From an optimization exercise on the open Yosys and OpenROAD flow, aimed at small area, a short achievable clock period and few clock cycles per item; shortcuts taken in it are not production practice. The RTL was checked by simulation tests, not by an equivalence proof against the original design. Power and IR drop assume default switching activity.

File: design/flow/run.sh
#!/bin/bash
# synth_recipe.tcl (not shown) runs the flow's synth.tcl, then flattens the netlist and writes it again
# the make line also repeats each setting of config.mk as NAME=value (left out here)
make -C /OpenROAD-flow-scripts/flow DESIGN_CONFIG=/design/flow/config.mk WORK_HOME=/design/flow/orfs CLKGATE_MAP_FILE= SYNTH_SCRIPT=/design/flow/synth_recipe.tcl finish
File: design/flow/config.mk
export PLATFORM = sky130hd
export DESIGN_NAME = dual_median_obstacle_detector_unit
export DESIGN_NICKNAME = dual_median_obstacle_detector_unit
export VERILOG_FILES = /design/flow/design.v
export SDC_FILE = /design/flow/constraint.sdc
export NUM_CORES = 4
export LEC_CHECK = 0
export CAP_MARGIN = 20
export CORE_MARGIN = 2
export CORE_UTILIZATION = 40
export SLEW_MARGIN = 20
File: design/flow/constraint.sdc
create_clock -name core_clock -period 8.0 [get_ports {clk}]
set_input_delay 1.6000 -clock core_clock [delete_from_list [all_inputs] [get_ports {clk}]]
set_output_delay 1.6000 -clock core_clock [all_outputs]
set_load 0.01 [all_outputs]
File: design/flow/design.v
package dmod_pkg;
  localparam int RAW_W = 16;
  localparam int VAL_W = 14;
  localparam int RC_W  = 3;
  localparam logic [VAL_W-1:0] NOT_READY = 14'd9999;
  localparam logic [RAW_W-1:0] FAULT_ZERO  = 16'd0;
  localparam logic [RAW_W-1:0] FAULT_LOW   = 16'd20;
  localparam logic [RAW_W-1:0] FAULT_HIGH  = 16'd8190;
  localparam logic [RAW_W-1:0] FAULT_RANGE = 16'd9999;
  localparam logic [VAL_W-1:0] ACCEPT_MIN_RST  = 14'd30;
  localparam logic [VAL_W-1:0] ACCEPT_MAX_RST  = 14'd2000;
  localparam logic [VAL_W-1:0] STOP_DIST_RST   = 14'd200;
  localparam logic [RC_W-1:0]  READY_COUNT_RST = 3'd3;
  typedef enum logic [1:0] {
    CFG_ACCEPT_MIN  = 2'd0,
    CFG_ACCEPT_MAX  = 2'd1,
    CFG_STOP_DIST   = 2'd2,
    CFG_READY_COUNT = 2'd3
  } cfg_idx_t;
  typedef struct packed {
    logic [RAW_W-1:0] left_raw;
    logic [RAW_W-1:0] right_raw;
  } dmod_in_t;
  typedef struct packed {
    logic [VAL_W-1:0] left_median;
    logic [VAL_W-1:0] right_median;
    logic             obstacle;
    logic             obstacle_changed;
  } dmod_out_t;
  typedef struct packed {
    logic [VAL_W-1:0] median;
    logic             ready;
  } side_res_t;
endpackage
import dmod_pkg::*;
module dmod_ring #(
  parameter int WINDOW = 7,
  localparam int IDX_W = $clog2(WINDOW),
  localparam int CNT_W = $clog2(WINDOW + 1)
) (
  input  logic                                  clk,
  input  logic                                  rst_n,
  input  logic                                  push_en,
  input  logic [dmod_pkg::RAW_W-1:0]            raw,
  input  logic [dmod_pkg::VAL_W-1:0]            accept_min,
  input  logic [dmod_pkg::VAL_W-1:0]            accept_max,
  output logic [WINDOW-1:0][dmod_pkg::VAL_W-1:0] ring,
  output logic [CNT_W-1:0]                      fill
);
  logic [WINDOW-1:0][VAL_W-1:0] ring_r;
  logic [IDX_W-1:0]             pos_r, pos_nxt;
  logic [CNT_W-1:0]             fill_r, fill_nxt;
  logic                         reading_ok;
  logic                         push;
  always_comb begin
    reading_ok = (raw != FAULT_ZERO) && (raw != FAULT_LOW) &&
                 (raw != FAULT_HIGH) && (raw != FAULT_RANGE) &&
                 (raw >= {2'b00, accept_min}) && (raw <= {2'b00, accept_max});
    push = push_en && reading_ok;
    pos_nxt  = pos_r;
    fill_nxt = fill_r;
    if (push) begin
      pos_nxt = (pos_r == IDX_W'(WINDOW - 1)) ? '0 : pos_r + 1'b1;
      if (fill_r != CNT_W'(WINDOW)) begin
        fill_nxt = fill_r + 1'b1;
      end
    end
  end
  always_ff @(posedge clk) begin
    if (!rst_n) begin
      pos_r  <= '0;
      fill_r <= '0;
    end else begin
      pos_r  <= pos_nxt;
      fill_r <= fill_nxt;
    end
  end
  always_ff @(posedge clk) begin
    if (push) begin
      ring_r[pos_r] <= raw[VAL_W-1:0];
    end
  end
  assign ring = ring_r;
  assign fill = fill_r;
endmodule
import dmod_pkg::*;
module dmod_select #(
  parameter int WINDOW = 7,
  localparam int CNT_W = $clog2(WINDOW + 1),
  localparam int CMP_W = (CNT_W > dmod_pkg::RC_W) ? CNT_W : dmod_pkg::RC_W
) (
  input  logic [WINDOW-1:0][dmod_pkg::VAL_W-1:0] ring,
  input  logic [CNT_W-1:0]                       fill,
  input  logic [dmod_pkg::RC_W-1:0]              ready_count,
  output dmod_pkg::side_res_t                    res
);
  logic [WINDOW-1:0][WINDOW-1:0] below;
  logic [WINDOW-1:0][CNT_W-1:0]  rank;
  logic [WINDOW-1:0]             hit;
  logic [VAL_W-1:0]              picked;
  logic [CNT_W-1:0]              mid;
  logic                          ready;
  always_comb begin
    mid = fill >> 1;
    picked = '0;
    for (int i = 0; i < WINDOW; i++) begin
      for (int j = 0; j < WINDOW; j++) begin
        below[i][j] = (CNT_W'(j) < fill) && (j != i) &&
                      ((ring[j] < ring[i]) || ((ring[j] == ring[i]) && (j < i)));
      end
      rank[i] = CNT_W'($countones(below[i]));
      hit[i]  = (CNT_W'(i) < fill) && (rank[i] == mid);
      picked  = picked | (hit[i] ? ring[i] : '0);
    end
    ready = (fill != '0) && (CMP_W'(fill) >= CMP_W'(ready_count));
    res.ready  = ready;
    res.median = ready ? picked : NOT_READY;
  end
endmodule
import dmod_pkg::*;
module dual_median_obstacle_detector_unit #(
  parameter int WINDOW = 7
) (
  input  logic                               clk,
  input  logic                               rst_n,
  input  logic                               in_valid,
  output logic                               in_stall,
  input  logic [31:0]                        in_data,
  output logic                               out_valid,
  input  logic                               out_stall,
  output logic [29:0]                        out_data,
  input  logic                               cfg_we,
  input  logic [1:0]                         cfg_index,
  input  logic [dmod_pkg::VAL_W-1:0]         cfg_wdata
);
  dmod_pkg::dmod_in_t in_s;
  assign in_s = in_data;
  localparam int CNT_W = $clog2(WINDOW + 1);
  logic [VAL_W-1:0] accept_min_r, accept_max_r, stop_dist_r;
  logic [RC_W-1:0]  ready_count_r;
  logic             s1_valid_r, s1_valid_nxt;
  logic             out_valid_r, out_valid_nxt;
  dmod_pkg::dmod_out_t out_data_r, out_data_nxt;
  logic             obstacle_r, obstacle_nxt;
  logic             advance;
  logic             in_accept;
  logic [WINDOW-1:0][VAL_W-1:0] left_ring, right_ring;
  logic [CNT_W-1:0]             left_fill, right_fill;
  dmod_pkg::side_res_t          left_res, right_res;
  always_ff @(posedge clk) begin
    if (!rst_n) begin
      accept_min_r  <= ACCEPT_MIN_RST;
      accept_max_r  <= ACCEPT_MAX_RST;
      stop_dist_r   <= STOP_DIST_RST;
      ready_count_r <= READY_COUNT_RST;
    end else if (cfg_we) begin
      unique case (cfg_index)
        CFG_ACCEPT_MIN:  accept_min_r  <= cfg_wdata;
        CFG_ACCEPT_MAX:  accept_max_r  <= cfg_wdata;
        CFG_STOP_DIST:   stop_dist_r   <= cfg_wdata;
        CFG_READY_COUNT: ready_count_r <= cfg_wdata[RC_W-1:0];
        default:         accept_min_r  <= accept_min_r;
      endcase
    end
  end
  assign advance   = s1_valid_r && (!out_valid_r || !out_stall);
  assign in_stall  = s1_valid_r && !advance;
  assign in_accept = in_valid && !in_stall;
  dmod_ring #(.WINDOW(WINDOW)) u_left_ring (
    .clk        (clk),
    .rst_n      (rst_n),
    .push_en    (in_accept),
    .raw        (in_s.left_raw),
    .accept_min (accept_min_r),
    .accept_max (accept_max_r),
    .ring       (left_ring),
    .fill       (left_fill)
  );
  dmod_ring #(.WINDOW(WINDOW)) u_right_ring (
    .clk        (clk),
    .rst_n      (rst_n),
    .push_en    (in_accept),
    .raw        (in_s.right_raw),
    .accept_min (accept_min_r),
    .accept_max (accept_max_r),
    .ring       (right_ring),
    .fill       (right_fill)
  );
  dmod_select #(.WINDOW(WINDOW)) u_left_sel (
    .ring        (left_ring),
    .fill        (left_fill),
    .ready_count (ready_count_r),
    .res         (left_res)
  );
  dmod_select #(.WINDOW(WINDOW)) u_right_sel (
    .ring        (right_ring),
    .fill        (right_fill),
    .ready_count (ready_count_r),
    .res         (right_res)
  );
  always_comb begin
    s1_valid_nxt = in_accept ? 1'b1 : (advance ? 1'b0 : s1_valid_r);
    if (advance) begin
      out_valid_nxt = 1'b1;
    end else if (!out_stall) begin
      out_valid_nxt = 1'b0;
    end else begin
      out_valid_nxt = out_valid_r;
    end
    obstacle_nxt = (left_res.ready && (left_res.median < stop_dist_r)) ||
                   (right_res.ready && (right_res.median < stop_dist_r));
    out_data_nxt.left_median      = left_res.median;
    out_data_nxt.right_median     = right_res.median;
    out_data_nxt.obstacle         = obstacle_nxt;
    out_data_nxt.obstacle_changed = obstacle_nxt ^ obstacle_r;
  end
  always_ff @(posedge clk) begin
    if (!rst_n) begin
      s1_valid_r  <= 1'b0;
      out_valid_r <= 1'b0;
      obstacle_r  <= 1'b0;
    end else begin
      s1_valid_r  <= s1_valid_nxt;
      out_valid_r <= out_valid_nxt;
      if (advance) begin
        obstacle_r <= obstacle_nxt;
      end
    end
  end
  always_ff @(posedge clk) begin
    if (advance) begin
      out_data_r <= out_data_nxt;
    end
  end
  assign out_valid = out_valid_r;
  assign out_data  = out_data_r;
endmodule
==> results.txt <==
data required time of the worst path=8.34 ns; multi-input gate area in the final layout=24500 µm²; DRC violation total after the first TritonRoute iteration=5339; minimum period implied by the final worst setup slack=7.53 ns; power per standard cell area=118 nW/µm²; Max Clk Rate=133 MHz; depth of the worst register-to-register path=27; slew at the pin closest to its max-slew limit=1.19 ns; unrepaired setup endpoints after global routing=false; Slew Limit Fails=0; path type of the worst min-delay path=flip-flop to flip-flop; master cell of the clock root buffer=clkbuf_16; end point of the critical path=out_data_r[0]$_DFFE_PP_; number of failing hold endpoints at the final stage=0; number of buffers between clock root and the deepest sink=3; number of clock buffers inserted by TritonCTS=36; DRT Wirelength=152 mm; number of antenna violations at the first check in global routing=5; Post-Place Cell Area=37100 µm²; data arrival at the endpoint of the critical path=7.87 ns; launch point of the worst reg-to-reg path=u_left_ring.ring_r[40]$_DFFE_PP_; largest net degree at the start of global routing=104; total of warnings raised by yosys=3; leading cell type in the layout, fill and taps excluded=ha_1; clock slew at reported path FFs=0.06 ns; latest clock arrival within the worst-skew pair=0.61 ns; H-tree levels=2; fraction of synthesis flops using an asynchronous set or reset pin=0%; cell row count=107; reg-to-reg slack, setup=0.47 ns; GRT Overall Usage=33.3%; Cell Int Power=2930 µW; total of endpoints with negative setup slack in the final report=0; layout cell share with drive strength beyond 1=6.85%; starting density of the core=40.3%; standard cell core area=85000 µm²; proportion of power drawn by combinational gates=24.7%; wire length of the first global-routing pass=219 mm; area of the mapped netlist=34300 µm²; Wirelength per Cell=29.0 µm; Critical Path Start Type=flip-flop; Max IR drop VDD=0.118 mV; RR Endpoint=out_data_r[0]$_DFFE_PP_; run status=finished clean; setup TNS=0 ns; die outline width=297 µm; Residual DRC=0; final worst-path setup slack=0.474 ns; buffers plus inverters on the worst setup path=2; worst-case setup slack after placement=0.706 ns; Port Buf Inserts=84; part of the power in the clock network=36.5%; number of flops mapped to enable cells by yosys=226; Area growth syn-to-layout=11.5%; grt ovf=0; Die Span Y=297 µm; area taken by flip-flops and latches=7990 µm²; max incr delay on CP=0.65 ns; dominant synthesized flop cell=edfxtp_1; Top Family by Delay on Critical Path=adder cells; average instance area after synthesis=8.70 µm²; number of post-CTS setup repair buffers=0; Setup crit end kind=flip-flop; instance count on the critical path=27; via count of the first global-routing pass=32200; # hold bufs at CTS=0; filler instances=8432; leak pwr=0.0163 µW; I/O Pins=85; nets@finish=4874; switching power summed over all nets=1580 µW; total via count after detailed routing=34500; ratio of final minimum period to clock period=94.1%; maximum clock skew at final layout=0.0436 ns; Max-slew headroom=20.7%; vias per cell=6.59; critical-path cell with the highest stage delay=edfxtp_1; TritonCTS clock tree=yes; CP startpoint=u_left_ring.ring_r[40]$_DFFE_PP_; sequential share of power=38.8%; sequential-to-total area share from yosys stat=23.3%; start-to-end type of the worst setup path=flip-flop to flip-flop; antenna violation net count after detailed routing=0; Design Area, Final=38200 µm²; Hold Path Depth=2; instance count of the mapped netlist=3940; clock sink count=286; MaxCap Viol Count=0; TritonRoute pass-1 iters=9; synth unique cells=92; DP HPWL=120 mm; Sw Share=35.1%; GPL Wtd Cong=1.06; area of the die=88100 µm²; number of nets in the synthesized netlist=4753; commonest cells after routing, fill and taps aside=ha_1 (712), nand2_1 (431), inv_1 (346), a21oi_1 (245), edfxtp_1 (226); post-cts gate resize count=0; largest fanout of any net on the critical path=13; number of storage elements in the synthesis netlist=286
[flip-flops by register name, indices dropped and copies added (netlist names)]
register / flops
ready_count_r: 3
u_left_ring.pos_r: 3
accept_min_r: 14
obstacle_r: 1
u_left_ring.fill_r: 3
u_right_ring.fill_r: 3
u_right_ring.ring_r: 98
u_left_ring.ring_r: 98
out_data_r: 30
u_right_ring.pos_r: 3
accept_max_r: 14
out_valid_r: 1
stop_dist_r: 14
s1_valid_r: 1
[worst register-to-register path: cells and delay by family (launching register included)]
kind                       cells  cell delay (ns)
DFF                            1             0.65
xor gates and xnor gates       1             0.11
and+or+nand+nor               10             1.73
AOI/OAI and AO/OA              8             2.11
adders and majority gates      6             2.49
buffers and inverters          2             0.24
[cell usage after synthesis (32+ instances only)]
| cell | number | share of area [%] |
|---|---|---|
| a221oi_1 | 32 | 0.82 |
| nor2b_1 | 80 | 1.5 |
| nor2_1 | 211 | 2.3 |
| a22o_1 | 79 | 2.0 |
| a211oi_1 | 41 | 0.90 |
| nand4_1 | 132 | 2.4 |
| a21o_1 | 123 | 2.7 |
| inv_1 | 347 | 3.8 |
| edfxtp_1 | 226 | 20 |
| nand3_1 | 87 | 1.3 |
| o21a_1 | 45 | 0.98 |
| o211ai_1 | 41 | 0.90 |
| clkbuf_1 | 94 | 1.0 |
| ha_1 | 712 | 26 |
| a21oi_1 | 246 | 3.6 |
| nand2_1 | 431 | 4.7 |
| nor3_1 | 68 | 0.99 |
| dfxtp_1 | 60 | 3.5 |
| fa_1 | 48 | 2.8 |
| o21ai_0 | 220 | 3.2 |
[stage by stage]
stage / util [%] / total power (µW) / instances / hold slack, ns
final: 45.0 / 4510 / 5233 / 0.455
after global routing: 45.0 / 4650 / 5231 / 0.471
after CTS: 45.0 / 4460 / 5231 / 0.455
after detailed placement: 43.7 / 2840 / 5167 / 0.448
after global placement: 43.6 / 2840 / 5166 / 0.441
after floorplan: - / 2420 / 3940 / 0.436
[layer usage]
metal,vias to the layer above,track usage [%],share of wire (%)
met3,451,8.98,14
met5,-,0,0.037
met2,2397,47.6,40
li1,15200,-,-
met1,16500,47.3,42
met4,8,12.8,4.5
[power groups by stage]
stage	Clock [µW]	Sequential (µW)	Combinational, µW
floorplan	0	1730	689
global placement	0	1770	1070
detailed placement	0	1770	1070
CTS	1640	1740	1080
global route	1700	1750	1210
finish	1650	1750	1120
[logic make-up (layout without fill, tap and decap cells)]
family	count (synthesis)	after routing	synth area share (%)
and+or+nand+nor	1236	1236	17.9
AOI/OAI and AO/OA	1108	1108	22.0
adders and majority gates	760	760	28.8
buffers and inverters	481	628	5.39
DFF	286	286	23.3
muxes	44	44	1.85
xor gates and xnor gates	25	25	0.748
other	0	2	0
[area by class of cell]
cell class / instances / area share (%)
sequential: 286 / 20.9
inverter: 349 / 3.43
clock buffer: 41 / 2.41
tap: 1144 / 3.74
timing repair buffer: 215 / 4.80
clock inverter: 23 / 0.501
multi-input combinational: 3173 / 64.2
antenna: 2 / 0.0131
[worst min-delay path by stage]
stage	startpoint	endpoint	slack (ns)
3_3_place_gp	accept_min_r[12]$_SDFFE_PN0P_	accept_min_r[12]$_SDFFE_PN0P_	0.44
5_1_grt	accept_max_r[12]$_SDFFE_PN0P_	accept_max_r[12]$_SDFFE_PN0P_	0.47
3_5_place_dp	accept_min_r[5]$_SDFFE_PN0P_	accept_min_r[5]$_SDFFE_PN0P_	0.45
2_1_floorplan	accept_max_r[11]$_SDFFE_PN0P_	accept_max_r[11]$_SDFFE_PN0P_	0.44
6_report	stop_dist_r[11]$_SDFFE_PN0P_	stop_dist_r[11]$_SDFFE_PN0P_	0.46
4_1_cts	stop_dist_r[10]$_SDFFE_PN0P_	stop_dist_r[10]$_SDFFE_PN0P_	0.46
Testbench counts, summed over its fixed seeds: cycles 16,016, items 16,000.

[port drivers added, routing unchanged]
Ports are ideal in the flow. The routed layout listed here was re-timed in OpenROAD.
Step 1 assumes that a clkbuf_16 drives the clock port and a buf_2 every other input.
Step 2 adds t to the input delays and takes it off the output delays; t is the mean of the earliest and latest rising clock arrival at the registers after step 1. Input paths then give back, and output paths get back, about the clock's delay inside the block.
a / b / c = ideal / step 1 / step 2; a / b = the first two.
t (ns): 0.647
setup slack, ns: 0.474 / 0.474 / 0.474
worst data-port slew with drivers (ns): 0.05
After both steps this run still meets setup and hold. For this run, drivers alone change the setup slack by 0.000 ns; drivers and shift together by 0.000 ns.
